This is an optimization exercise on Yosys and OpenROAD, whose aim is a short achievable clock period and few clock cycles per item, not a production implementation. In this exercise RTL edits were held to simulation tests only and were not proved equivalent to the original. Power and IR drop assume default switching activity.

[design/flow/design.v]
package swsnd_pkg;
   localparam logic [1:0] OP_START  = 2'd0;
   localparam logic [1:0] OP_ACK    = 2'd1;
   localparam logic [1:0] OP_HSDONE = 2'd2;
   localparam logic [1:0] OP_TICK   = 2'd3;
   localparam logic [2:0] EV_SEND      = 3'd0;
   localparam logic [2:0] EV_RESEND    = 3'd1;
   localparam logic [2:0] EV_HANDSHAKE = 3'd2;
   localparam logic [2:0] EV_EARLY     = 3'd3;
   localparam logic [2:0] EV_DONE      = 3'd4;
   localparam logic [1:0] PH_CLOSED   = 2'd0;
   localparam logic [1:0] PH_HANDSHK  = 2'd1;
   localparam logic [1:0] PH_TRANSFER = 2'd2;
   localparam int CMDQ_DEPTH = 2;
   localparam int CMDQ_AW    = 1;
   typedef struct packed {
      logic [15:0] packet_count;
      logic [10:0] last_len;
      logic [15:0] timeout_ticks;
   } cfg_type;
   typedef struct packed {
      logic [1:0]  op;
      logic [15:0] ack_seq;
      logic        seq_in_count;    
   } cmd_type;
   typedef struct packed {
      logic [2:0]  event_res;
      logic [15:0] packet_seq;
      logic [10:0] data_len;
   } result_type;
endpackage
module swsnd_front (
   input  logic        clock,
   input  logic        reset,
   input  logic        req_tvalid,
   output logic        req_tready,
   input  logic [1:0]  kind,
   input  logic [15:0] ack_seq,
   output logic        item_valid,
   output logic [1:0]  item_kind,
   output logic [15:0] item_seq,
   input  logic        item_take
);
   logic        skid_valid_ff;
   logic        ready_ff;             
   logic [1:0]  skid_kind_ff;
   logic [15:0] skid_seq_ff;
   assign req_tready = ready_ff;
   assign item_valid = skid_valid_ff || req_tvalid;
   assign item_kind  = skid_valid_ff ? skid_kind_ff : kind;
   assign item_seq   = skid_valid_ff ? skid_seq_ff  : ack_seq;
   always_ff @(posedge clock) begin
      if (reset) begin
         skid_valid_ff <= 1'b0;
         ready_ff      <= 1'b1;
      end else if (skid_valid_ff) begin
         if (item_take) begin
            skid_valid_ff <= 1'b0;
            ready_ff      <= 1'b1;
         end
      end else if (req_tvalid && !item_take) begin
         skid_valid_ff <= 1'b1;
         ready_ff      <= 1'b0;
      end
   end
   always_ff @(posedge clock) begin
      if (!skid_valid_ff) begin
         skid_kind_ff <= kind;
         skid_seq_ff  <= ack_seq;
      end
   end
endmodule
module swsnd_cmdq #(
   parameter int W     = 8,
   parameter int DEPTH = 8
) (
   input  logic         clock,
   input  logic         reset,
   input  logic         write,
   input  logic         push,
   input  logic [W-1:0] push_data,
   output logic         full,
   input  logic         pop,
   output logic         not_empty,
   output logic [W-1:0] head
);
   localparam int AW = $clog2(DEPTH);
   logic [W-1:0]   entry_ff [DEPTH];
   logic [AW:0]    wr_ptr_ff, rd_ptr_ff;    
   logic [AW:0]    rd_next;
   logic [DEPTH:0] level_ff;                
   logic           give_back_ff;            
   logic           not_empty_ff;
   logic [1:0]     up;
   assign full      = level_ff[DEPTH];
   assign not_empty = not_empty_ff;
   assign head      = entry_ff[rd_ptr_ff[AW-1:0]];
   assign rd_next   = rd_ptr_ff + (AW+1)'(pop);
   assign up = 2'(write) - 2'(pop) - 2'(give_back_ff);
   always_ff @(posedge clock) begin
      if (reset) begin
         wr_ptr_ff    <= '0;
         rd_ptr_ff    <= '0;
         level_ff     <= (DEPTH+1)'(1);
         give_back_ff <= 1'b0;
         not_empty_ff <= 1'b0;
      end else begin
         if (push) wr_ptr_ff <= wr_ptr_ff + 1'b1;
         rd_ptr_ff    <= rd_next;
         give_back_ff <= write && !push;
         not_empty_ff <= push || rd_next != wr_ptr_ff;
         unique case (up)
            2'd1: level_ff <= {level_ff[DEPTH-1:0], 1'b0};
            2'd3: level_ff <= {1'b0, level_ff[DEPTH:1]};
            2'd2: level_ff <= {2'b0, level_ff[DEPTH:2]};
            default: ;
         endcase
      end
   end
   always_ff @(posedge clock) begin
      if (write) entry_ff[wr_ptr_ff[AW-1:0]] <= push_data;
   end
endmodule
module swsnd_back #(
   parameter int DW = 36
) (
   input  logic          clock,
   input  logic          reset,
   input  logic [15:0]   packet_count,
   input  logic [15:0]   pc_minus1,
   input  logic          pc_nonzero,
   input  logic [7:0]    pc_lo_onehot,
   input  logic [7:0]    pc_lo_less,      
   input  logic [7:0]    hsdone_mask,     
   input  logic [7:0]    hsdone_len,      
   input  logic [15:0]   timeout_ticks,
   input  logic [15:0]   to_minus1,
   input  logic          timeout_zero,
   input  logic          timeout_max,
   input  logic          item_valid,
   input  logic [1:0]    item_kind,
   input  logic [15:0]   item_seq,
   output logic          item_take,
   input  logic          q_full,
   output logic          q_write,
   output logic          q_push,
   output logic [DW-1:0] q_data
);
   localparam logic [1:0] PH_CLOSED   = 2'd0;
   localparam logic [1:0] PH_HANDSHK  = 2'd1;
   localparam logic [1:0] PH_TRANSFER = 2'd2;
   logic        x_valid_ff;
   logic [3:0]  x_kind_ff;             
   logic [15:0] x_seq_ff;
   logic [7:0]  x_lo_ff;               
   logic        x_e0_ff, x_e1_ff, x_e2_ff, x_z0_ff, x_z1_ff;
   logic        mv_carry_ff, mv_clear_ff;
   logic [1:0]  phase_ff, phase_in;
   logic [12:0] bh_ff, bh_in;          
   logic [13:0] bhp1_ff, bhp1_in;      
   logic [13:0] bhp2_ff, bhp2_in;      
   logic [2:0]  bl_ff, bl_in;          
   logic [7:0]  bloh_ff, bloh_in;      
   logic [7:0]  abovebl, geb_in;       
   logic [7:0]  acked_ff, acked_in;
   logic [7:0]  outst_ff, outst_in;
   logic [15:0] age_ff [8];
   logic [15:0] age_in [8];
   logic [7:0]  ge_ff, ge_in;          
   logic [13:0] dist_ff, dist_in;      
   logic [6:0]  df_ff, df_in;          
   logic [6:0]  df_dec, df_pc;
   logic        proc, x_free;
   logic        hi0, hi1, inwin, ack_tr, slide, set_only;
   logic        is_start, is_hsdone, is_tick, clear, early;
   logic [7:0]  run_s, nlt_s, lt1_s, lt2_s, fire, hs_mask, bln_oh;
   logic [7:0]  age_gep, age_get;
   logic [2:0]  bl_n;
   logic        carry, done, allrun;
   logic        lq0, lq1, lq2, dz, d1, d2, d3, dgt0, dgt1, dgt2, pml;
   logic [7:0]  lo_lt, lt0_s, ltc_s;
   logic [13:0] bhp3, pc_hi14;
   logic [6:0]  df_cmp;
   logic        done_pre, pc_top, lo_bl, adm0;
   logic [7:0]  pm_oh;
   logic        base_lt_ff, base_lt_in;    
   logic [12:0] pc_hi, pm_hi;
   logic [2:0]  pc_lo, pm_lo;
   logic [7:0]  d_emask;
   logic [2:0]  d_first, fire_idx, d_lasts;
   logic        d_lastv;
   logic        d_resend, d_sorder;
   logic [2:0]  d_bl;
   logic [12:0] d_hi;
   logic        d_tail;
   logic [1:0]  d_tail_ev;
   logic [7:0]  len_hs;
   logic        pm_above;              
   logic [7:0]  fire_any, first_fire;
   assign pc_hi = packet_count[15:3];
   assign pc_lo = packet_count[2:0];
   assign pm_hi = pc_minus1[15:3];
   assign pm_lo = pc_minus1[2:0];
   assign proc      = x_valid_ff && !q_full;
   assign x_free    = !x_valid_ff || proc;
   assign item_take = item_valid && x_free;
   always_ff @(posedge clock) begin
      if (reset) begin
         x_valid_ff  <= 1'b0;
         mv_carry_ff <= 1'b0;
         mv_clear_ff <= 1'b0;
      end else begin
         if (x_free) x_valid_ff <= item_valid;
         if (proc) begin
            mv_carry_ff <= slide && carry;
            mv_clear_ff <= clear;
         end else if (x_free) begin
            mv_carry_ff <= 1'b0;
            mv_clear_ff <= 1'b0;
         end
      end
   end
   always_ff @(posedge clock) begin
      if (x_free) begin
         x_kind_ff <= 4'd1 << item_kind;
         x_seq_ff  <= item_seq;
         x_lo_ff   <= 8'd1 << item_seq[2:0];
         x_e0_ff   <= item_seq[15:3] == bh_ff;
         x_e1_ff   <= {1'b0, item_seq[15:3]} == bhp1_ff;
         x_e2_ff   <= {1'b0, item_seq[15:3]} == bhp2_ff;
         x_z0_ff   <= item_seq[15:3] == 13'd0;
         x_z1_ff   <= item_seq[15:3] == 13'd1;
      end
   end
   assign is_start  = proc && x_kind_ff[0];
   assign is_hsdone = proc && x_kind_ff[2] && phase_ff != PH_CLOSED;
   assign is_tick   = proc && x_kind_ff[3] && phase_ff != PH_CLOSED;
   assign clear     = is_start || is_hsdone;
   assign early     = proc && x_kind_ff[1] && phase_ff == PH_HANDSHK;
   assign hi0 = mv_clear_ff ? x_z0_ff : mv_carry_ff ? x_e1_ff : x_e0_ff;
   assign hi1 = mv_clear_ff ? x_z1_ff : mv_carry_ff ? x_e2_ff : x_e1_ff;
   assign ack_tr   = proc && x_kind_ff[1] && phase_ff == PH_TRANSFER;
   assign inwin    = (hi0 && (x_lo_ff & abovebl) != '0) || (hi1 && (x_lo_ff & ~abovebl) != '0);
   assign slide    = ack_tr && hi0 && (x_lo_ff & bloh_ff) != '0 && base_lt_ff;
   assign set_only = ack_tr && inwin && (x_lo_ff & ltc_s) != '0;
   always_comb begin
      for (int i = 0; i < 8; i++) begin
         run_s[i] = 1'b0;
         for (int b = 0; b < 8; b++) begin
            logic t;
            t = bloh_ff[b];
            for (int m = 1; m < 8; m++) begin
               if (m <= ((i - b + 8) % 8)) t = t && acked_ff[(b + m) % 8];
            end
            run_s[i] = run_s[i] || t;
         end
      end
      allrun = &(acked_ff | bloh_ff);
      for (int i = 0; i < 8; i++) bln_oh[i] = allrun ? bloh_ff[i] : (run_s[(i + 7) % 8] && !run_s[i]);
   end
   always_comb begin
      bl_n = '0;
      for (int i = 0; i < 8; i++) if (bln_oh[i]) bl_n = bl_n | 3'(i);
   end
   assign carry  = run_s[7];
   function automatic logic [6:0] dflags(input logic [13:0] d);
      dflags = {!d[13] && d[12:0] > 13'd2, !d[13] && d[12:0] > 13'd1, !d[13] && d[12:0] != '0,
                d == 14'd3, d == 14'd2, d == 14'd1, d == 14'd0};
   endfunction
   assign df_pc  = dflags({1'b0, pc_hi});
   assign pc_hi14 = {1'b0, pc_hi};
   assign bhp3    = bhp2_ff + 14'd1;
   assign df_cmp  = {pc_hi14 > bhp2_ff, pc_hi14 > bhp1_ff, pc_hi14 > {1'b0, bh_ff},
                     pc_hi14 == bhp3, pc_hi14 == bhp2_ff, pc_hi14 == bhp1_ff, pc_hi14 == {1'b0, bh_ff}};
   assign df_dec = {!dist_ff[13] && dist_ff[12:0] > 13'd3, df_ff[6:5], dist_ff == 14'd4, df_ff[3:1]};
   assign {dgt2, dgt1, dgt0, d3, d2, d1, dz} = df_ff;
   assign lo_bl    = (lo_lt & bloh_ff) != '0;                    
   assign adm0     = dgt1 || (d1 && lo_bl);                       
   assign pc_top   = d1 && (pc_lo_onehot & bloh_ff) != '0;        
   assign done_pre = dz ? lo_bl : (d1 && !lo_bl);                 
   assign pm_oh    = {pc_lo_onehot[0], pc_lo_onehot[7:1]};        
   assign done     = done_pre && (run_s & pm_oh) != '0 &&
                     (pc_top || (run_s & pc_lo_onehot) == '0);
   always_comb begin
      for (int i = 0; i < 8; i++) begin
         lt0_s[i] = dgt0 || (dz && lo_lt[i]);
         lt1_s[i] = dgt1 || (d1 && lo_lt[i]);
         lt2_s[i] = dgt2 || (d2 && lo_lt[i]);
         nlt_s[i] = abovebl[i] ? lt1_s[i] : lt2_s[i];
         ltc_s[i] = abovebl[i] ? lt0_s[i] : lt1_s[i];    
      end
      lo_lt   = pc_lo_less;
      hs_mask = hsdone_mask;
   end
   always_comb begin
      logic seen;
      seen = 1'b0;
      for (int i = 0; i < 8; i++) begin
         fire_any[i]   = outst_ff[i] && ge_ff[i];
         first_fire[i] = fire_any[i] && !seen;
         seen          = seen || fire_any[i];
      end
      fire_idx = '0;
      for (int i = 0; i < 8; i++) if (first_fire[i]) fire_idx = fire_idx | 3'(i);
   end
   always_comb begin
      for (int i = 0; i < 8; i++) begin
         fire[i]    = is_tick && outst_ff[i] && ge_ff[i] && !timeout_max;
         age_get[i] = age_ff[i] >= timeout_ticks;
         age_gep[i] = timeout_zero || age_ff[i] >= to_minus1;
      end
   end
   always_comb begin
      phase_in = phase_ff;
      bh_in    = bh_ff;
      bhp1_in  = bhp1_ff;
      bhp2_in  = bhp2_ff;
      bl_in    = bl_ff;
      bloh_in  = bloh_ff;
      geb_in   = abovebl;
      acked_in = acked_ff;
      outst_in = outst_ff;
      dist_in  = proc ? dist_ff : {1'b0, pc_hi} - {1'b0, bh_ff};
      df_in    = proc ? df_ff : df_cmp;
      base_lt_in = proc ? base_lt_ff : {bh_ff, bl_ff} < packet_count;
      for (int i = 0; i < 8; i++) begin
         if (clear || (slide && run_s[i]) || fire[i]) begin
            age_in[i] = '0;
            ge_in[i]  = timeout_zero;
         end else if (is_tick && outst_ff[i]) begin
            age_in[i] = (age_ff[i] == 16'hFFFF) ? 16'hFFFF : age_ff[i] + 16'd1;
            ge_in[i]  = age_gep[i];
         end else begin
            age_in[i] = age_ff[i];
            ge_in[i]  = age_get[i];
         end
      end
      if (clear) begin
         phase_in = is_start ? PH_HANDSHK : PH_TRANSFER;
         bh_in    = '0;
         bhp1_in  = 14'd1;
         bhp2_in  = 14'd2;
         bl_in    = '0;
         bloh_in  = 8'd1;
         geb_in   = 8'hFF;
         base_lt_in = pc_nonzero;
         dist_in  = {1'b0, pc_hi};
         df_in    = df_pc;
         acked_in = '0;
         outst_in = is_start ? 8'd0 : hs_mask;
      end
      if (set_only) begin
         acked_in = acked_ff | x_lo_ff;
      end
      if (slide) begin
         if (done) phase_in = PH_CLOSED;
         base_lt_in = carry ? dgt1 || (d1 && (bln_oh & lo_lt) != '0)
                            : dgt0 || (dz && (bln_oh & lo_lt) != '0);
         bl_in   = bl_n;
         bloh_in = bln_oh;
         for (int i = 0; i < 8; i++) geb_in[i] = (bln_oh & ~(8'hFE << i)) != '0;
         if (carry) begin
            bh_in   = bhp1_ff[12:0];
            bhp1_in = bhp2_ff;
            bhp2_in = bhp2_ff + 14'd1;
            dist_in = dist_ff - 14'd1;
            df_in   = df_dec;
         end
         acked_in = acked_ff & ~run_s;
         outst_in = (outst_ff & ~run_s) | (nlt_s & run_s);
      end
   end
   always_ff @(posedge clock) begin
      if (reset) phase_ff <= PH_CLOSED;
      else       phase_ff <= phase_in;
   end
   always_ff @(posedge clock) begin
      bh_ff    <= bh_in;
      bhp1_ff  <= bhp1_in;
      bhp2_ff  <= bhp2_in;
      bl_ff    <= bl_in;
      bloh_ff  <= bloh_in;
      abovebl  <= geb_in;
      acked_ff <= acked_in;
      outst_ff <= outst_in;
      ge_ff    <= ge_in;
      dist_ff  <= dist_in;
      df_ff    <= df_in;
      base_lt_ff <= base_lt_in;
      for (int i = 0; i < 8; i++) age_ff[i] <= age_in[i];
   end
   assign pml = pc_lo == 3'd0;
   assign len_hs = hsdone_len;
   assign lq0 = pc_nonzero && (pml ? d1 : dz);
   assign lq1 = pc_nonzero && (pml ? d2 : d1);
   assign lq2 = pc_nonzero && (pml ? d3 : d2);
   assign pm_above = abovebl[pm_lo];
   always_comb begin
      d_resend  = x_kind_ff[3];
      d_sorder  = x_kind_ff[1];
      d_bl      = (x_kind_ff[1] && phase_ff == PH_HANDSHK) ? x_seq_ff[2:0] :
                  x_kind_ff[2] ? 3'd0 : bl_ff;
      d_tail_ev = x_kind_ff[0] ? 2'd1 : (phase_ff == PH_HANDSHK) ? 2'd2 : 2'd0;
      if (x_kind_ff[1]) begin
         d_hi   = (phase_ff == PH_HANDSHK) ? x_seq_ff[15:3] : bhp1_ff[12:0];
         d_lastv = pm_above ? lq1 : lq2;
         d_emask = (phase_ff == PH_HANDSHK) ? 8'd0 : run_s & nlt_s;
         d_first = bl_ff;
         d_tail  = (phase_ff == PH_HANDSHK) || done;
      end else if (x_kind_ff[3]) begin
         d_hi    = bh_ff;
         d_lastv = pm_above ? lq0 : lq1;
         d_emask = fire;
         d_first = fire_idx;
         d_tail  = 1'b0;
      end else begin
         d_hi    = '0;
         d_lastv = len_hs != '0;
         d_emask = x_kind_ff[2] ? hs_mask : 8'd0;
         d_first = 3'd0;
         d_tail  = x_kind_ff[0];
      end
      q_push = is_start || early || (is_hsdone && pc_nonzero) ||
               (slide && (adm0 || done)) || (fire != '0);
   end
   assign q_write = proc;
   assign d_lasts = pm_lo;    
   assign q_data  = {d_emask, d_first, d_resend, d_sorder, d_bl, d_hi, d_lastv, d_lasts,
                     d_tail, d_tail_ev};
endmodule
module swsnd_seq #(
   parameter int DW = 36
) (
   input  logic          clock,
   input  logic          reset,
   input  logic [15:0]   packet_count,
   input  logic [10:0]   last_len,
   input  logic          q_not_empty,
   input  logic [DW-1:0] q_head,
   output logic          q_pop,
   output logic          rsp_valid,
   input  logic          rsp_ready,
   output logic [2:0]    rsp_ev,
   output logic [15:0]   rsp_seq,
   output logic [10:0]   rsp_len,
   output logic          rsp_last
);
   logic [7:0]    q_emask;
   logic [2:0]    q_first, q_lasts;
   logic          q_lastv;
   logic          q_resend, q_sorder;
   logic [2:0]    q_bl;
   logic [12:0]   q_hi;
   logic          q_tail;
   logic [1:0]    q_tail_ev;
   logic [7:0]    q_geb, q_ltb;
   logic          q_one;
   logic          c_one_ff;           
   logic          c_has_ff;           
   logic [7:0]    c_low_ff;           
   logic          c_valid_ff;
   logic [7:0]    c_emask_ff;
   logic          c_resend_ff;
   logic [7:0]    c_geb_ff, c_ltb_ff, c_lenm_ff;
   logic [12:0]   c_hi0_ff, c_hi1;
   logic          c_tail_ff;
   logic [2:0]    c_tail_ev_ff;
   logic [15:0]   c_tail_seq_ff;
   logic [7:0]    low, rest;
   logic [2:0]    s;
   logic          has_pkt, wrap, lastlen, emit, finish, load;
   logic [30:0]   beat;
   logic          o_valid_ff, k_valid_ff;
   logic [30:0]   o_ff, k_ff, o_in;
   assign {q_emask, q_first, q_resend, q_sorder, q_bl, q_hi, q_lastv, q_lasts,
           q_tail, q_tail_ev} = q_head;
   always_comb begin
      for (int i = 0; i < 8; i++) begin
         q_ltb[i] = 3'(i) < q_bl;
         q_geb[i] = !q_sorder || !q_ltb[i];
      end
   end
   function automatic logic atmost1(input logic [7:0] m);
      logic seen, two;
      seen = 1'b0;
      two  = 1'b0;
      for (int i = 0; i < 8; i++) begin
         two  = two || (seen && m[i]);
         seen = seen || m[i];
      end
      atmost1 = !two;
   endfunction
   function automatic logic [7:0] lowest(input logic [7:0] m);
      logic seen;
      seen = 1'b0;
      for (int i = 0; i < 8; i++) begin
         lowest[i] = m[i] && !seen;
         seen      = seen || m[i];
      end
   endfunction
   assign q_one    = atmost1(q_emask);
   function automatic logic [7:0] next_beat(input logic [7:0] m, input logic [7:0] geb);
      next_beat = ((m & geb) != '0) ? lowest(m & geb) : lowest(m);
   endfunction
   always_comb begin
      low = c_low_ff;
      s = '0;
      for (int i = 0; i < 8; i++) if (low[i]) s = s | 3'(i);
   end
   assign rest    = c_emask_ff & ~low;
   assign c_hi1   = c_hi0_ff + 13'd1;
   assign has_pkt = c_has_ff;
   assign wrap    = (low & c_ltb_ff) != '0;
   assign lastlen = (low & c_lenm_ff) != '0;
   always_comb begin
      if (has_pkt) begin
         beat = {c_resend_ff ? 3'd1 : 3'd0, wrap ? c_hi1 : c_hi0_ff, s,
                 lastlen ? last_len : 11'd1024, c_one_ff && !c_tail_ff};
      end else begin
         beat = {c_tail_ev_ff, c_tail_seq_ff, 11'd0, 1'b1};
      end
   end
   assign emit   = c_valid_ff && !k_valid_ff;
   assign finish = emit && beat[0];
   assign load   = !c_valid_ff || finish;
   assign q_pop  = q_not_empty && load;
   always_ff @(posedge clock) begin
      if (reset) begin
         c_valid_ff <= 1'b0;
      end else if (load) begin
         c_valid_ff <= q_not_empty;
      end
   end
   always_ff @(posedge clock) begin
      if (load) begin
         c_emask_ff    <= q_emask;
         c_one_ff      <= q_one;
         c_has_ff      <= q_emask != '0;
         c_low_ff      <= 8'd1 << q_first;
         c_resend_ff   <= q_resend;
         c_geb_ff      <= q_geb;
         c_ltb_ff      <= q_ltb;
         c_lenm_ff     <= q_lastv ? 8'd1 << q_lasts : 8'd0;
         c_hi0_ff      <= q_hi;
         c_tail_ff     <= q_tail;
         c_tail_ev_ff  <= (q_tail_ev == 2'd0) ? 3'd4 : (q_tail_ev == 2'd1) ? 3'd2 : 3'd3;
         c_tail_seq_ff <= (q_tail_ev == 2'd2) ? {q_hi, q_bl} : packet_count;
      end else if (emit) begin
         c_emask_ff <= rest;
         c_one_ff   <= atmost1(rest);
         c_has_ff   <= !c_one_ff;
         c_low_ff   <= next_beat(rest, c_geb_ff);
      end
   end
   always_ff @(posedge clock) begin
      if (reset) begin
         o_valid_ff <= 1'b0;
         k_valid_ff <= 1'b0;
      end else if (!o_valid_ff || rsp_ready) begin
         o_valid_ff <= k_valid_ff || emit;
         k_valid_ff <= 1'b0;
      end else if (emit) begin
         k_valid_ff <= 1'b1;
      end
   end
   always_comb begin
      logic o_move;
      o_move = !o_valid_ff || rsp_ready;
      o_in   = ({31{!o_move}} & o_ff) |
               ({31{o_move && k_valid_ff}} & k_ff) |
               ({31{o_move && !k_valid_ff}} & beat);
   end
   always_ff @(posedge clock) begin
      o_ff <= o_in;
      if (!k_valid_ff) k_ff <= beat;
   end
   assign rsp_valid = o_valid_ff;
   assign {rsp_ev, rsp_seq, rsp_len, rsp_last} = o_ff;
endmodule
module sliding_window_sender #(
   parameter int WINDOW_SLOTS  = 8,
   parameter int PAYLOAD_BYTES = 1024
) (
   input  logic        clock,
   input  logic        reset,
   input  logic        req_tvalid,
   output logic        req_tready,
   input  logic [15:0] req_tdata,    
   input  logic [1:0]  req_tuser,    
   output logic        rsp_tvalid,
   input  logic        rsp_tready,
   output logic [31:0] rsp_tdata,    
   output logic [2:0]  rsp_tuser,    
   output logic        rsp_tlast,    
   input  logic        csr_we,
   input  logic [1:0]  csr_index,
   input  logic [15:0] csr_wdata
);
   localparam int DW = 36;
   localparam int QDEPTH = 8;
   logic [15:0] packet_count_ff, timeout_ff, pcm1_ff, tom1_ff;
   logic [7:0]  pcl_oh_ff, lo_lt_ff, hs_mask_ff, len_hs_ff;
   logic [10:0] last_len_ff;
   logic        pc_nz_ff, tmax_ff, tzero_ff;
   logic          item_valid, item_take;
   logic [1:0]    item_kind;
   logic [15:0]   item_seq;
   logic          q_full, q_write, q_push, q_pop, q_not_empty;
   logic [DW-1:0] q_data, q_head;
   logic [15:0]   rsp_seq;
   logic [10:0]   rsp_len;
   always_ff @(posedge clock) begin
      if (reset) begin
         packet_count_ff <= 16'd1;
         last_len_ff     <= 11'd1024;
         timeout_ff      <= 16'd100;
      end else if (csr_we) begin
         if (csr_index == 2'd0) packet_count_ff <= csr_wdata;
         if (csr_index == 2'd1) last_len_ff     <= csr_wdata[10:0];
         if (csr_index == 2'd2) timeout_ff      <= csr_wdata;
      end
   end
   always_ff @(posedge clock) begin
      pcm1_ff   <= packet_count_ff - 16'd1;
      pc_nz_ff  <= packet_count_ff != '0;
      pcl_oh_ff <= 8'd1 << packet_count_ff[2:0];
      for (int i = 0; i < 8; i++) begin
         lo_lt_ff[i]   <= 3'(i) < packet_count_ff[2:0];
         hs_mask_ff[i] <= packet_count_ff[15:3] != '0 || 3'(i) < packet_count_ff[2:0];
         len_hs_ff[i]  <= packet_count_ff == 16'(i + 1);    
      end
      tom1_ff   <= timeout_ff - 16'd1;
      tzero_ff  <= timeout_ff == 16'd0;
      tmax_ff   <= timeout_ff == 16'hFFFF;
   end
   swsnd_front u_front (
      .clock      (clock),
      .reset      (reset),
      .req_tvalid (req_tvalid),
      .req_tready (req_tready),
      .kind       (req_tuser),
      .ack_seq    (req_tdata),
      .item_valid (item_valid),
      .item_kind  (item_kind),
      .item_seq   (item_seq),
      .item_take  (item_take)
   );
   swsnd_back #(.DW(DW)) u_back (
      .clock         (clock),
      .reset         (reset),
      .packet_count  (packet_count_ff),
      .timeout_ticks (timeout_ff),
      .pc_minus1     (pcm1_ff),
      .pc_nonzero    (pc_nz_ff),
      .pc_lo_onehot  (pcl_oh_ff),
      .pc_lo_less    (lo_lt_ff),
      .hsdone_mask   (hs_mask_ff),
      .hsdone_len    (len_hs_ff),
      .to_minus1     (tom1_ff),
      .timeout_zero  (tzero_ff),
      .timeout_max   (tmax_ff),
      .item_valid    (item_valid),
      .item_kind     (item_kind),
      .item_seq      (item_seq),
      .item_take     (item_take),
      .q_full        (q_full),
      .q_write       (q_write),
      .q_push        (q_push),
      .q_data        (q_data)
   );
   swsnd_cmdq #(.W(DW), .DEPTH(QDEPTH)) u_cmdq (
      .clock     (clock),
      .reset     (reset),
      .write     (q_write),
      .push      (q_push),
      .push_data (q_data),
      .full      (q_full),
      .pop       (q_pop),
      .not_empty (q_not_empty),
      .head      (q_head)
   );
   swsnd_seq #(.DW(DW)) u_seq (
      .clock       (clock),
      .reset       (reset),
      .packet_count(packet_count_ff),
      .last_len    (last_len_ff),
      .q_not_empty (q_not_empty),
      .q_head      (q_head),
      .q_pop       (q_pop),
      .rsp_valid   (rsp_tvalid),
      .rsp_ready   (rsp_tready),
      .rsp_ev      (rsp_tuser),
      .rsp_seq     (rsp_seq),
      .rsp_len     (rsp_len),
      .rsp_last    (rsp_tlast)
   );
   assign rsp_tdata = {5'd0, rsp_len, rsp_seq};
endmodule
[design/flow/config.mk]
export PLATFORM = sky130hd
export DESIGN_NAME = sliding_window_sender
export DESIGN_NICKNAME = sliding_window_sender
export VERILOG_FILES = /design/flow/design.v
export SDC_FILE = /design/flow/constraint.sdc
export NUM_CORES = 4
export LEC_CHECK = 0
export ABC_CLOCK_PERIOD_IN_PS = 2500
export CAP_MARGIN = 20
export CORE_MARGIN = 2
export CORE_UTILIZATION = 65
export PLACE_DENSITY = 0.75
export SLEW_MARGIN = 20
[design/flow/standard.sh]
#!/bin/bash
# synth_recipe.tcl (not shown) runs the flow's synth.tcl, then flattens the netlist and writes it again
# the make line also repeats each setting of config.mk as NAME=value (left out here)
make -C /OpenROAD-flow-scripts/flow DESIGN_CONFIG=/design/flow/config.mk WORK_HOME=/design/flow/orfs CLKGATE_MAP_FILE= SYNTH_SCRIPT=/design/flow/synth_recipe.tcl "${@:-finish}"
[design/flow/constraint.sdc]
create_clock -name core_clock -period 8.0 [get_ports {clock}]
set_input_delay 1.6000 -clock core_clock [delete_from_list [all_inputs] [get_ports {clock}]]
set_output_delay 1.6000 -clock core_clock [all_outputs]
set_load 0.01 [all_outputs]
[design/flow/flow/run.sh]
#!/bin/bash
set -euo pipefail
bash standard.sh SETUP_SLACK_MARGIN=5.4 \
  "BUFFER_PORTS_ARGS=-buffer_cell sky130_fd_sc_hd__buf_4" \
  finish > run_standard.log 2>&1
==> impl_metrics.yaml, run 1 <==
yosys:
  yosysSeqAreaShare: 0.492
  synth_cells: 4035
  synthFlopType: "edfxtp_1"
  synth_edf_count: 461
  netlist_area_mm2: 0.0432
  async_flop_share: 0
  synth_area_per_cell_um2: 10.7
  netlist-cell-type-count: 99
  ys_warn_count: 7
  ys_ff_latch: 833
critical_path:
  critPathRequiredTime_ns: 8.55
  rrSetupSlack_ns: 5.17
  cp-startpoint: "u_back.bloh_ff[1]"
  rr_endpoint: "u_cmdq.wr_ptr_ff[0]"
  r2r_cells: 9
  path_class: "register to register"
  critPathLaunchType: "register"
  crit_path_end: "u_cmdq.wr_ptr_ff[0]"
  arrival_ns: 3.38
  crit_fanout: 4
  crit_path_end_kind: "register"
  reg2reg_from: "u_back.bloh_ff[1]"
clock_tree:
  cts.clk_slew.worst_paths_ns: 0.07
  clk_latency_ns: 0.66
  cts_tree: "yes"
  clock_sinks: 833
  cts_buffer_depth: 3
  cts_buffers: 85
  cts_root_buf: "clkbuf_16"
  cts_max_level: 3
sta:
  drv_slew: 0
  worst_pin_slew_ns: 1.18
  finalClockSkew_ns: 0.0473
  setup_tns_ns: 0
  grt_setup_unrepaired: "true"
  hold_viol: 0
  max_freq_mhz: 354
  min_period_ns: 2.83
  setup_viol: 0
  max_slew_margin: 0.210
  min_period_over_period: 0.353
power:
  ir_worst_vdd_v: 0.000200
  total_power_mw: 11.6
  pwr_density_cell_mw_per_mm2: 227
  power_leakage_nw: 20.0
placement:
  routabilityCongestion: 0.933
  hpwl_um: 81100
  placed_area_mm2: 0.0447
  placed_cells: 4843
  port-buffer-count: 73
routing:
  met1_length_um: 52500
  drc: 0
  wl_per_cell_um: 25.5
  wl_met2_um: 57900
  dr.max_layer_used: "met4"
  dr.pass1.iters: 7
  initialDrtViolationCount: 4847
  via_count: 35000
  postRouteWirelength_um: 132000
  avgViaCountPerCell: 6.73
  ant_nets: 0
  met3_length_um: 16200
grt:
  grt_pass1_wl_um: 190000
  grt_start_max_net_pins: 88
  grt_pass1_vias: 32100
  grt_antenna_before_repair: 1
  track_usage: 0.365
  overflow: 0
floorplan:
  coreArea_mm2: 0.0659
  dieArea_mm2: 0.0686
  boundaryPins: 79
  rows: 94
  initial_core_util: 0.657
  die_w_um: 262
  dieHeight_um: 262
finish:
  antenna_cells: 0
  final_common_cell: "edfxtp_1"
  drive_gt1_frac: 0.195
  area_growth_syn_to_layout_pct: 17.8
  final_cell_mix: "edfxtp_1 (461), ha_1 (329), dfxtp_1 (319)"
  utilization: 0.774
  nets: 4643
  nFillCells: 4151
  postLayoutCellArea_mm2: 0.0510
  finalNonFillerCells: 5203
min_path:
  min_path_type: "register to register"
run_status:
  outcome: "no timing/DRC/antenna violations"
flow_run:
  max-cap-violations: 0
registers in the layout (all words and copies together) (netlist names), 16 cells and up, named ones only:
name / flops
packet_count_ff: 16
timeout_ff: 16
tom1_ff: 16
u_back.age_ff: 128
u_back.x_seq_ff: 16
u_cmdq.entry_ff: 288
u_front.skid_seq_ff: 16
u_seq.c_tail_seq_ff: 16
u_seq.k_ff: 31
u_seq.o_ff: 31
final cells by class:
type | instances | area, um^2 | area share
Tap cell | 864 | 1080 | 0.0212
Sequential cell | 833 | 21400 | 0.420
Timing Repair Buffer | 315 | 3090 | 0.0607
Clock buffer | 115 | 2350 | 0.0462
Timing Repair inverter | 1 | 5.00 | 0.0000982
Inverter | 193 | 782 | 0.0153
Multi-Input combinational cell | 2838 | 21800 | 0.427
Clock inverter | 44 | 472 | 0.00926
critical path, stage by stage (launching register included):
cell	delay (ns)
edfxtp_1	0.54
a222oi_1	0.17
buf_4	0.18
a31o_4	0.21
a2111o_1	0.44
a2111oi_4	0.23
a41oi_2	0.26
o21ai_4	0.27
a21oi_4	0.10
mux2_4	0.32
synth_stat cells (74+ instances only):
cell type | instances | share of area
ha_1 | 333 | 0.096
nand3_1 | 146 | 0.017
nor2_1 | 284 | 0.025
mux4_2 | 74 | 0.039
mux2i_1 | 93 | 0.022
xnor2_1 | 112 | 0.023
dfxtp_1 | 372 | 0.17
o21ai_0 | 212 | 0.025
a21oi_1 | 292 | 0.034
clkbuf_1 | 116 | 0.010
inv_1 | 191 | 0.017
nand2_1 | 326 | 0.028
edfxtp_1 | 461 | 0.32
what timing repair did:
| action | 4_1_cts | 5_1_grt |
|---|---|---|
| resized for setup | 218 | 190 |
| setup buffers | 108 | 74 |
| hold buffers | 0 | 0 |
| pin swaps | 31 | 61 |
| endpoints found under the setup margin | 645 | 331 |
| cloned | 6 | 12 |
metal layers:
layer,vias up,global-route usage
li1,15500,-
met1,16800,0.523
met2,2257,0.550
met3,447,0.0703
met4,0,0.151
met5,-,0
cell families after synthesis:
family	Yosys count	synth area share
DFF	833	0.492
muxes	200	0.0687
and+or+nand+nor	1178	0.132
adders and majority gates	337	0.0977
AOI/OAI and AO/OA	931	0.137
buffers and inverters	371	0.0351
xor gates and xnor gates	183	0.0371
other	2	0.000174
power breakdown:
group,total [mW],switching [mW],internal [mW]
Combinational,2.27,1.26,1.00
Sequential,5.28,0.284,5.00
Clock,4.04,1.78,2.26
Total,11.6,3.33,8.26
worst min-delay path by stage:
stage                                   from  cells past startpoint        endpoint  slack [ns]
after global routing           u_seq.o_ff[0]                      2   u_seq.o_ff[0]        0.47
final                          u_seq.o_ff[6]                      2   u_seq.o_ff[6]        0.45
after floorplan           packet_count_ff[2]                      0     lo_lt_ff[3]        0.40
after CTS                     u_seq.o_ff[11]                      2  u_seq.o_ff[11]        0.46
after detailed placement      u_seq.o_ff[11]                      2  u_seq.o_ff[11]        0.44
after global placement         u_seq.o_ff[7]                      2   u_seq.o_ff[7]        0.44
per-stage QoR:
step	hold WS (ns)	setup slack [ns]
final	0.454	5.17
after global routing	0.474	5.11
after CTS	0.458	5.27
after detailed placement	0.443	4.13
after global placement	0.438	4.22
after floorplan	0.399	5.33
Testbench counts, summed over its fixed seeds: cycles 21,144, items 19,083.
==> run 2, diff against run 1 <==
--- a/design/flow/config.mk
+++ b/design/flow/config.mk
@@ -7,3 +7,3 @@
 export LEC_CHECK = 0
-export ABC_CLOCK_PERIOD_IN_PS = 2500
+export ABC_CLOCK_PERIOD_IN_PS = 2000
 export CAP_MARGIN = 20
==> run 2 against run 1 <==
  * Still clean on timing, DRC and antenna
  * Sequential share of layout area unchanged
  * Utilization did not move
  * Clock skew unchanged
  * Global-route usage did not move
  * Die area stayed put
  * Sequential cell count unchanged
  * Sequential power barely moved
  * Synthesized cell count unchanged
  * Cell count did not move
  * Wire length unchanged
  * First-iteration DRC count unchanged
  * Largest power group unchanged
==> impl_metrics.yaml, run 2 <==
sta:
  finalClockSkew_ns: 0.0473
  min_period_ns: 2.83
  max_freq_mhz: 354
  setup_viol: 0
  worst_pin_slew_ns: 1.18
  setup_tns_ns: 0
  max_slew_margin: 0.210
  min_period_over_period: 0.353
  grt_setup_unrepaired: "true"
  fin_ws_ns: 5.17
  drv_slew: 0
  hold_viol: 0
finish:
  drive_gt1_frac: 0.195
  final_cell_mix: "edfxtp_1 (461), ha_1 (329), dfxtp_1 (319)"
  final_common_cell: "edfxtp_1"
  postLayoutCellArea_mm2: 0.0510
  antenna_cells: 0
  nets: 4643
  utilization: 0.774
  area_growth_syn_to_layout_pct: 17.8
  largest_register_ff_count: 288
placement:
  dp_slack_ns: 4.13
  hpwl_um: 81100
  placed_area_mm2: 0.0447
  port-buffer-count: 73
  routabilityCongestion: 0.933
clock_tree:
  cts_root_buf: "clkbuf_16"
  cts.clk_slew.worst_paths_ns: 0.07
  clk_latency_ns: 0.66
  cts_tree: "yes"
  clock_sinks: 833
  cts_max_level: 3
  cts_buffers: 85
  cts_buffer_depth: 3
routing:
  dr.pass1.iters: 7
  avgViaCountPerCell: 6.73
  initialDrtViolationCount: 4847
  drc: 0
  postRouteWirelength_um: 132000
  via_count: 35000
  ant_nets: 0
  wl_per_cell_um: 25.5
yosys:
  synthTopCellsByCount: "edfxtp_1 (461), dfxtp_1 (372), ha_1 (333)"
  netlist_area_mm2: 0.0432
  synth_top_area_frac: 0.320
  synthFlopType: "edfxtp_1"
  netlist-cell-type-count: 99
  async_flop_share: 0
  synth_cells: 4035
  synth.most_common_cell: "edfxtp_1"
  synth_area_per_cell_um2: 10.7
  yosysSeqAreaShare: 0.492
  synth_edf_count: 461
  synth_area_leaders: "edfxtp_1 (32%), dfxtp_1 (17%), ha_1 (9.6%)"
  yosys.area.top_type: "edfxtp_1"
  ys_warn_count: 7
  ys_ff_latch: 833
flow_run:
  max-cap-violations: 0
critical_path:
  crit_fanout: 4
  crit_family: "compound AO/OA/AOI/OAI gates"
  worst-path-buf-inv: 1
  path_cells: "a222oi_1, buf_4, a31o_4, a2111o_1, a2111oi_4, a41oi_2, o21ai_4, a21oi_4, mux2_4"
  crit_path_end_kind: "register"
  critPathRequiredTime_ns: 8.55
  path_class: "register to register"
  critPathLaunchType: "register"
  cp-startpoint: "u_back.bloh_ff[1]"
  arrival_ns: 3.38
  crit_path_top_delay_cell: "edfxtp_1"
  reg2reg_from: "u_back.bloh_ff[1]"
  crit_path_max_incr_delay_ns: 0.54
floorplan:
  dieArea_mm2: 0.0686
  initial_core_util: 0.657
  dieHeight_um: 262
  die_w_um: 262
  coreArea_mm2: 0.0659
  boundaryPins: 79
  rows: 94
grt:
  grt_antenna_before_repair: 1
  grt_start_max_net_pins: 88
  overflow: 0
  track_usage: 0.365
  grt_pass1_wl_um: 190000
  grt_pass1_vias: 32100
min_path:
  min_from: "u_seq.o_ff[6]"
  min_path_type: "register to register"
power:
  pwr_density_cell_mw_per_mm2: 227
  ir_worst_vdd_v: 0.000200
  total_power_mw: 11.6
  power_leakage_nw: 20.0
run_status:
  outcome: "no timing/DRC/antenna violations"
==> run 2: cell counts after synthesis <==
No cell type changed its count.
==> run 2: repair_timing <==
| item | CTS | global route |
|---|---|---|
| gates resized for setup | 218 | 190 |
| buffers inserted | 108 | 74 |
| hold buffers | 0 | 0 |
| pin swaps | 31 | 61 |
| hold endpoints to repair | 0 | 0 |
| gates cloned | 6 | 12 |
| endpoints found under the setup margin | 645 | 331 |
==> run 2: final cells by class <==
cell class              instances  area (um^2)
multi-input cells            2838        21800
flip-flops and latches        833        21400
fillers                      4151        14900
repair buffers                315         3090
clock buffers                 115         2350
well taps                     864         1080
inverters                     193          782
clock inverters                44          472
repair inverters                1         5.00
==> run 2: tightest hold or removal path, cell delays in order (launching register included) <==
cell and delay, ns:
dfxtp_2 0.33, nand2_1 0.04, o21ai_0 0.05
==> run 2: routing by layer <==
layer	vias to the layer above	global-route usage	wire length [um]
li1	15500	-	-
met1	16800	0.523	52500
met2	2257	0.550	57900
met3	447	0.0703	16200
met4	0	0.151	5810
met5	-	0	0
==> run 2: cell families after synthesis <==
family          count (synthesis)  synth area share
other cells                     2          0.000174
fa+ha+maj                     337            0.0977
compound gates                931             0.137
xor+xnor                      183            0.0371
mux                           200            0.0687
flops                         833             0.492
buf+inv                       371            0.0351
simple gates                 1178             0.132
==> run 2: final timing paths <==
kind / end / slack, ns / cells after the start
setup / recovery: u_cmdq.wr_ptr_ff[0] / 5.17 / 9
hold / removal: u_seq.o_ff[6] / 0.45 / 2
setup reg to reg: u_cmdq.wr_ptr_ff[0] / 5.17 / 9
hold reg to reg: u_seq.o_ff[6] / 0.45 / 2
==> run 2: metrics by stage <==
| stage | hold WS (ns) | cells |
|---|---|---|
| final | 0.454 | 5203 |
| after floorplan | 0.399 | 4039 |
| after global routing | 0.474 | 5203 |
| after CTS | 0.458 | 5116 |
| after global placement | 0.438 | 4842 |
| after detailed placement | 0.443 | 4843 |
==> run 2: power by group <==
group	leakage [nW]	total [mW]	internal, mW	switching (mW)
clock network	1.36	4.04	2.26	1.78
registers	7.63	5.28	5.00	0.284
logic	11.0	2.27	1.00	1.26
total	20.0	11.6	8.26	3.33
==> run 3, diff against run 2 <==
--- a/design/flow/design.v
+++ b/design/flow/design.v
@@ -88,31 +88,24 @@
    logic [W-1:0]   entry_ff [DEPTH];
-   logic [AW:0]    wr_ptr_ff, rd_ptr_ff;    
-   logic [AW:0]    rd_next;
+   logic [AW-1:0]  wr_ptr_ff, rd_ptr_ff;
    logic [DEPTH:0] level_ff;                
-   logic           give_back_ff;            
    logic           not_empty_ff;
-   logic [1:0]     up;
-   assign full      = level_ff[DEPTH];
+   logic           stage_valid_ff;          
+   logic [W-1:0]   stage_ff;
+   assign full      = level_ff[DEPTH] || (level_ff[DEPTH-1] && stage_valid_ff);
    assign not_empty = not_empty_ff;
-   assign head      = entry_ff[rd_ptr_ff[AW-1:0]];
-   assign rd_next   = rd_ptr_ff + (AW+1)'(pop);
-   assign up = 2'(write) - 2'(pop) - 2'(give_back_ff);
+   assign head      = entry_ff[rd_ptr_ff];
    always_ff @(posedge clock) begin
       if (reset) begin
-         wr_ptr_ff    <= '0;
-         rd_ptr_ff    <= '0;
-         level_ff     <= (DEPTH+1)'(1);
-         give_back_ff <= 1'b0;
-         not_empty_ff <= 1'b0;
+         wr_ptr_ff      <= '0;
+         rd_ptr_ff      <= '0;
+         level_ff       <= (DEPTH+1)'(1);
+         not_empty_ff   <= 1'b0;
+         stage_valid_ff <= 1'b0;
       end else begin
-         if (push) wr_ptr_ff <= wr_ptr_ff + 1'b1;
-         rd_ptr_ff    <= rd_next;
-         give_back_ff <= write && !push;
-         not_empty_ff <= push || rd_next != wr_ptr_ff;
-         unique case (up)
-            2'd1: level_ff <= {level_ff[DEPTH-1:0], 1'b0};
-            2'd3: level_ff <= {1'b0, level_ff[DEPTH:1]};
-            2'd2: level_ff <= {2'b0, level_ff[DEPTH:2]};
-            default: ;
-         endcase
+         stage_valid_ff <= write && push;
+         if (stage_valid_ff) wr_ptr_ff <= wr_ptr_ff + 1'b1;
+         if (pop)            rd_ptr_ff <= rd_ptr_ff + 1'b1;
+         if (stage_valid_ff && !pop) level_ff <= {level_ff[DEPTH-1:0], 1'b0};
+         if (pop && !stage_valid_ff) level_ff <= {1'b0, level_ff[DEPTH:1]};
+         not_empty_ff <= stage_valid_ff || !(level_ff[0] || (level_ff[1] && pop));
       end
@@ -120,3 +113,4 @@
    always_ff @(posedge clock) begin
-      if (write) entry_ff[wr_ptr_ff[AW-1:0]] <= push_data;
+      if (write) stage_ff <= push_data;
+      if (stage_valid_ff) entry_ff[wr_ptr_ff] <= stage_ff;
    end
--- a/design/flow/config.mk
+++ b/design/flow/config.mk
@@ -7,3 +7,3 @@
 export LEC_CHECK = 0
-export ABC_CLOCK_PERIOD_IN_PS = 2000
+export ABC_CLOCK_PERIOD_IN_PS = 2500
 export CAP_MARGIN = 20
==> run 3 against run 2 <==
  * Still clean
  * Utilization is 1.8 points lower
  * Synthesized cell count is 0.42% lower
  * Final area is 0.54% lower
  * Area after synthesis is 1.5% higher
  * Global-route usage is 1.5 points lower
  * Critical path depth is 8 lower
  * Combinational power is 65% lower
  * Critical endpoint is now rsp_tdata[13]
==> impl_metrics.yaml, run 3 <==
critical_path:
  crit_path_top_delay_cell: "dfxtp_4"
  rr_endpoint: "u_back.abovebl[6]"
  crit_path_max_incr_delay_ns: 0.35
  cp-startpoint: "u_seq.o_ff[25]"
  crit_fanout: 2
  path_cells: "buf_6"
  crit_family: "flip-flops"
  worst-path-buf-inv: 1
  arrival_ns: 1.14
  critPathRequiredTime_ns: 6.40
  critPathLaunchType: "register"
  reg2reg_from: "u_back.x_e1_ff"
  crit_path_end_kind: "primary output"
  r2r_cells: 11
  path_class: "register to primary output"
  rrSetupSlack_ns: 5.29
routing:
  met3_length_um: 13100
  via_count: 33800
  ant_nets: 0
  initialDrtViolationCount: 4228
  met1_length_um: 48700
  avgViaCountPerCell: 6.58
  wl_met2_um: 59000
  dr.pass1.iters: 10
  dr.max_layer_used: "met4"
  postRouteWirelength_um: 126000
  wl_per_cell_um: 24.5
  drc: 0
grt:
  grt_pass1_vias: 31800
  overflow: 0
  grt_antenna_before_repair: 0
  track_usage: 0.350
  grt_pass1_wl_um: 187000
  grt_start_max_net_pins: 72
clock_tree:
  cts_max_level: 3
  cts_buffers: 89
  cts_tree: "yes"
  cts_hold_buf: 0
  clock_sinks: 870
  cts_buffer_depth: 3
  cts_root_buf: "clkbuf_16"
  cts.clk_slew.worst_paths_ns: 0.06
  clk_latency_ns: 0.67
min_path:
  min_path_type: "register to register"
  hold_path_depth: 2
  min_from: "u_seq.o_ff[7]"
  holdPathEnd: "u_seq.o_ff[7]"
sta:
  grt_setup_unrepaired: "true"
  min_period_ns: 2.74
  setup_tns_ns: 0
  drv_slew: 0
  max_freq_mhz: 365
  max_slew_margin: 0.277
  setup_viol: 0
  finalClockSkew_ns: 0.0294
  min_period_over_period: 0.343
  hold_viol: 0
  worst_pin_slew_ns: 1.07
floorplan:
  initial_core_util: 0.655
  dieArea_mm2: 0.0697
  coreArea_mm2: 0.0670
  boundaryPins: 79
  rows: 95
  dieHeight_um: 264
  die_w_um: 264
finish:
  drive_gt1_frac: 0.164
  postLayoutCellArea_mm2: 0.0507
  nFillCells: 4430
  seqCellArea_mm2: 0.0225
  nets: 4574
  multi_input_comb_area_mm2: 0.0210
  largest_register_ff_count: 288
  final_common_cell: "edfxtp_1"
  final_cell_mix: "edfxtp_1 (497), a21oi_1 (329), ha_1 (328)"
  area_growth_syn_to_layout_pct: 15.4
yosys:
  synthTopCellsByCount: "edfxtp_1 (497), dfxtp_1 (373), a21oi_1 (341)"
  synth_area_leaders: "edfxtp_1 (34%), dfxtp_1 (17%), ha_1 (9.5%)"
  yosysSeqAreaShare: 0.510
  netlist-cell-type-count: 93
  synth_edf_count: 497
  synth_area_per_cell_um2: 10.9
  synth.most_common_cell: "edfxtp_1"
  async_flop_share: 0
  synth_cells: 4018
  ys_warn_count: 7
  synthFlopType: "edfxtp_1"
  netlist_area_mm2: 0.0439
  yosys.area.top_type: "edfxtp_1"
  synth_top_area_frac: 0.340
  ys_ff_latch: 870
placement:
  hpwl_um: 80700
  port-buffer-count: 73
  placed_area_mm2: 0.0454
  routabilityCongestion: 0.967
power:
  total_power_mw: 10.1
  ir_worst_vdd_v: 0.000173
  pwr_density_cell_mw_per_mm2: 200
  power_leakage_nw: 19.7
run_status:
  outcome: "no timing/DRC/antenna violations"
flow_run:
  max-cap-violations: 0
-- run 3: changes by cell type after synthesis, sizes merged, moves of 9 or more --
cell    delta
o21ai     -25
nand4     +10
a31oi      +9
inv       -12
a21oi     +49
a211oi    -15
clkbuf    -17
edfxtp    +36
nand2     -23
a21o      +15
mux2i     +10
a221oi    -11
nor2      +21
-- run 3: power breakdown --
part / switching, mW / internal (mW) / leakage, nW
combinational: 0.461 / 0.324 / 10.4
sequential: 0.146 / 4.86 / 7.83
clock: 1.80 / 2.53 / 1.51
-- run 3: worst max path at each step --
stage,to,depth (start not counted)
after CTS,rsp_tdata[13],1
final,rsp_tdata[13],1
after global routing,u_back.abovebl[6],6
after floorplan,u_back.x_e1_ff,5
after global placement,u_seq.c_one_ff,8
after detailed placement,u_seq.c_one_ff,8
-- run 3: layout make-up --
class	instances	area share
diodes	4	0.000197
clock buffers	114	0.0488
clock inverters	49	0.0120
inverters	182	0.0145
multi-input cells	2812	0.415
flip-flops and latches	870	0.444
well taps	873	0.0216
repair buffers	243	0.0446
-- run 3: logic make-up after synthesis --
group / Yosys count / synth area share
other: 2 / 0.000171
adders and majority gates: 337 / 0.0961
buffers and inverters: 343 / 0.0311
muxes: 205 / 0.0686
AOI/OAI and AO/OA: 906 / 0.128
DFF: 870 / 0.510
and+or+nand+nor: 1167 / 0.129
xor gates and xnor gates: 188 / 0.0375
-- run 3: per-layer routing --
metal,vias up,global-route usage
met2,1957,0.564
met4,0,0.139
li1,15300,-
met5,-,0
met1,16200,0.469
met3,371,0.0703
-- run 3: what timing repair did --
action | 4_1_cts | 5_1_grt
pin swaps | 18 | 28
resized for setup | 173 | 110
setup endpoints to repair | 361 | 216
gates cloned | 3 | 3
buffers inserted | 64 | 65
-- run 3: stage by stage --
stage / std cells / setup slack, ns / util / hold WS [ns]
2_1_floorplan: 4022 / 5.32 / - / 0.414
3_3_place_gp: 4845 / 4.53 / 0.677 / 0.437
3_5_place_dp: 4845 / 4.32 / 0.677 / 0.445
4_1_cts: 5075 / 5.22 / 0.741 / 0.461
5_1_grt: 5143 / 5.22 / 0.756 / 0.487
6_report: 5147 / 5.26 / 0.756 / 0.457
Testbench counts of run 3, summed over its fixed seeds: cycles 21,242, items 19,083.
==> run 4, diff against run 3 <==
--- a/design/flow/config.mk
+++ b/design/flow/config.mk
@@ -10,4 +10,4 @@
 export CORE_MARGIN = 2
-export CORE_UTILIZATION = 65
-export PLACE_DENSITY = 0.75
+export CORE_UTILIZATION = 71
+export PLACE_DENSITY = 0.8
 export SLEW_MARGIN = 20
==> run 4 against run 3 <==
  * Utilization increased by 7.7 points
  * Sequential share of layout area is 0.36 points lower
  * Clock power increased by 2%
  * Count of clock-buffer cells in the layout is 6 lower
  * Clock skew is 0.015 ns higher
  * Critical path depth is 9 higher
  * Final area grew 0.82%
  * Non-clock buffer count grew 43
  * Worst hold slack got worse by 0.0058 ns
  * Sequential power about the same
  * Critical path type is now register to register
  * Largest power group unchanged
==> impl_metrics.yaml, run 4 <==
clock_tree:
  clk_latency_ns: 0.68
  cts_root_buf: "clkbuf_16"
  cts_tree: "yes"
  clock_sinks: 870
  cts_buffers: 89
  cts_buffer_depth: 3
  cts_max_level: 3
  cts.clk_slew.worst_paths_ns: 0.06
floorplan:
  coreArea_mm2: 0.0614
  rows: 91
  initial_core_util: 0.716
  boundaryPins: 79
  dieHeight_um: 253
  dieArea_mm2: 0.0639
  die_w_um: 253
power:
  power_leakage_nw: 20.0
  switching_power_mw: 2.55
  pwr_density_cell_mw_per_mm2: 201
  swShare: 0.249
  power_frac_clock: 0.430
  ir_worst_vdd_v: 0.000212
  p_seq_frac: 0.488
  power.share.combinational: 0.082
  total_power_mw: 10.2
  p_int_mw: 7.70
finish:
  finalNonFillerCells: 5107
  final_cell_mix: "edfxtp_1 (497), ha_1 (330), a21oi_1 (325)"
  nets: 4616
  final_common_cell: "edfxtp_1"
  nFillCells: 3258
  area_growth_syn_to_layout_pct: 16.4
  drive_gt1_frac: 0.175
  largest_register_ff_count: 288
sta:
  max_freq_mhz: 339
  min_period_over_period: 0.368
  drv_slew: 0
  min_period_ns: 2.95
  max_slew_margin: 0.279
  finalClockSkew_ns: 0.0439
  timing.hold.ws_ns: 0.451
  grt_setup_unrepaired: "true"
  setup_tns_ns: 0
  setup_viol: 0
  hold_viol: 0
  worst_pin_slew_ns: 1.08
grt:
  grt_pass1_wl_um: 198000
  overflow: 0
  grt_pass1_vias: 33200
  grt_antenna_before_repair: 0
  track_usage: 0.412
  grt_start_max_net_pins: 79
min_path:
  min_from: "u_seq.o_ff[24]"
  min_path_type: "register to register"
critical_path:
  cp-startpoint: "u_back.acked_ff[5]"
  path_class: "register to register"
  reg2reg_from: "u_back.acked_ff[5]"
  critPathRequiredTime_ns: 8.38
  crit_path_end_kind: "register"
  crit_fanout: 8
  crit_family: "compound AO/OA/AOI/OAI gates"
  crit_path_max_incr_delay_ns: 0.53
  worst-path-buf-inv: 2
  path_cells: "o21ai_1, nor3_1, o21ai_1, nand2_2, nor2_2, buf_4, buf_4, a221o_1, a211oi_2, o221ai_1"
  arrival_ns: 3.33
  critPathLaunchType: "register"
  crit_path_top_delay_cell: "edfxtp_1"
yosys:
  synth_area_per_cell_um2: 10.9
  synth.most_common_cell: "edfxtp_1"
  synth_top_area_frac: 0.340
  ys_warn_count: 7
  ys_ff_latch: 870
  yosys.area.top_type: "edfxtp_1"
  yosysSeqAreaShare: 0.510
  async_flop_share: 0
  netlist-cell-type-count: 93
  synthFlopType: "edfxtp_1"
  synth_cells: 4018
  synth_edf_count: 497
  synth_area_leaders: "edfxtp_1 (34%), dfxtp_1 (17%), ha_1 (9.5%)"
  synthTopCellsByCount: "edfxtp_1 (497), dfxtp_1 (373), a21oi_1 (341)"
  netlist_area_mm2: 0.0439
routing:
  avgViaCountPerCell: 6.97
  wl_per_cell_um: 26.9
  postRouteWirelength_um: 138000
  initialDrtViolationCount: 5035
  drc: 0
  dr.pass1.iters: 10
  via_count: 35600
  ant_nets: 0
run_status:
  outcome: "no timing/DRC/antenna violations"
placement:
  placed_cells: 4760
  hpwl_um: 81500
  port-buffer-count: 73
  routabilityCongestion: 0.974
flow_run:
  max-cap-violations: 0
-- run 4: cell types whose count changed in the layout (fill, tap and decap cells not counted), sizes merged, moves of 3 or more --
cell      before  now
buf          240  283
clkinvlp      14   22
clkbuf       115  109
clkinv        36   42
inv          171  166
diode          4    1
-- run 4: tightest hold or removal path, delay by kind of cell, from the launching register on --
kind,cells,cell delay (ns)
flops,1,0.32
compound gates,1,0.05
simple gates,1,0.04
-- run 4: per-layer routing --
metal,GRT usage,share of wire,wire length [um],vias to the layer above
li1,-,-,-,15400
met1,0.540,0.36,49300,16800
met2,0.633,0.45,61200,2729
met3,0.0965,0.13,17500,671
met4,0.239,0.069,9560,0
met5,0,0,0,-
-- run 4: logic make-up (layout without fill, tap and decap cells) --
family | Yosys count | count (layout) | share of synthesized area
AOI/OAI and AO/OA | 906 | 906 | 0.128
muxes | 205 | 205 | 0.0686
DFF | 870 | 870 | 0.510
and+or+nand+nor | 1167 | 1169 | 0.129
adders and majority gates | 337 | 337 | 0.0961
buffers and inverters | 343 | 635 | 0.0311
other | 2 | 7 | 0.000171
xor gates and xnor gates | 188 | 188 | 0.0375
-- run 4: path summary, 6_finish.rpt --
| path | end | slack, ns | cells after the start |
|---|---|---|---|
| hold reg to reg | u_seq.o_ff[24] | 0.45 | 2 |
| setup reg to reg | u_back.base_lt_ff | 5.05 | 10 |
| setup / recovery | u_back.base_lt_ff | 5.05 | 10 |
| hold / removal | u_seq.o_ff[24] | 0.45 | 2 |
-- run 4: area by class of cell --
cell class              instances  area [um^2]  area share
diodes                          1         2.50   0.0000490
flip-flops and latches        870        22500       0.440
clock buffers                 108         2370      0.0464
clock inverters                59          721      0.0141
multi-input cells            2811        21100       0.412
inverters                     182          746      0.0146
repair buffers                286         2710      0.0531
well taps                     790          988      0.0193
-- run 4: timing repair --
action	CTS	global route
resized for setup	172	123
endpoints found under the setup margin	438	276
buffers inserted	82	92
pin swaps	18	32
hold buffers	0	0
gates cloned	3	2
-- run 4: stage by stage --
step	utilization	setup slack, ns	area (um^2)
after global routing	0.833	4.94	51100
after global placement	0.738	4.21	45300
after CTS	0.811	5.25	49800
after floorplan	-	5.32	44100
final	0.833	5.05	51100
after detailed placement	0.738	4.10	45300
-- run 4: power by group through the flow --
stage / combinational, mW / sequential [mW] / clock (mW)
finish: 0.838 / 5.01 / 4.41
global route: 0.891 / 5.01 / 4.55
CTS: 0.752 / 4.99 / 4.37
detailed placement: 0.683 / 5.09 / 0
global placement: 0.665 / 5.08 / 0
floorplan: 0.487 / 5.02 / 0

re-timing with driven ports:
No port has a modelled driver above. Below, the same layouts with a new extraction and two added sets of constraints. Step 1 assumes that a clkbuf_16 drives the clock port and a buf_2 every other input. Step 2 adds t to the input delays and takes it off the output delays; t is the mean of the earliest and latest rising clock arrival at the registers after step 1. Input paths then give back, and output paths get back, about the clock's delay inside the block. a / b / c = ideal ports / drivers / drivers and shift; a / b = the first two.
run	t (ns)	setup WS [ns]	worst hold slack (ns)	worst register clock-pin slew, ns	worst data-port slew with drivers (ns)
run 1	0.705	5.174 / 5.174 / 4.750	0.454 / 0.454 / 0.454	0.07 / 0.07	0.05
run 2	0.705	5.174 / 5.174 / 4.750	0.454 / 0.454 / 0.454	0.07 / 0.07	0.05
run 3	0.726	5.257 / 5.187 / 4.925	0.457 / 0.457 / 0.457	0.07 / 0.07	0.05
run 4	0.727	5.054 / 5.054 / 4.798	0.451 / 0.451 / 0.451	0.07 / 0.07	0.09
After both steps every run listed still meets setup and hold.
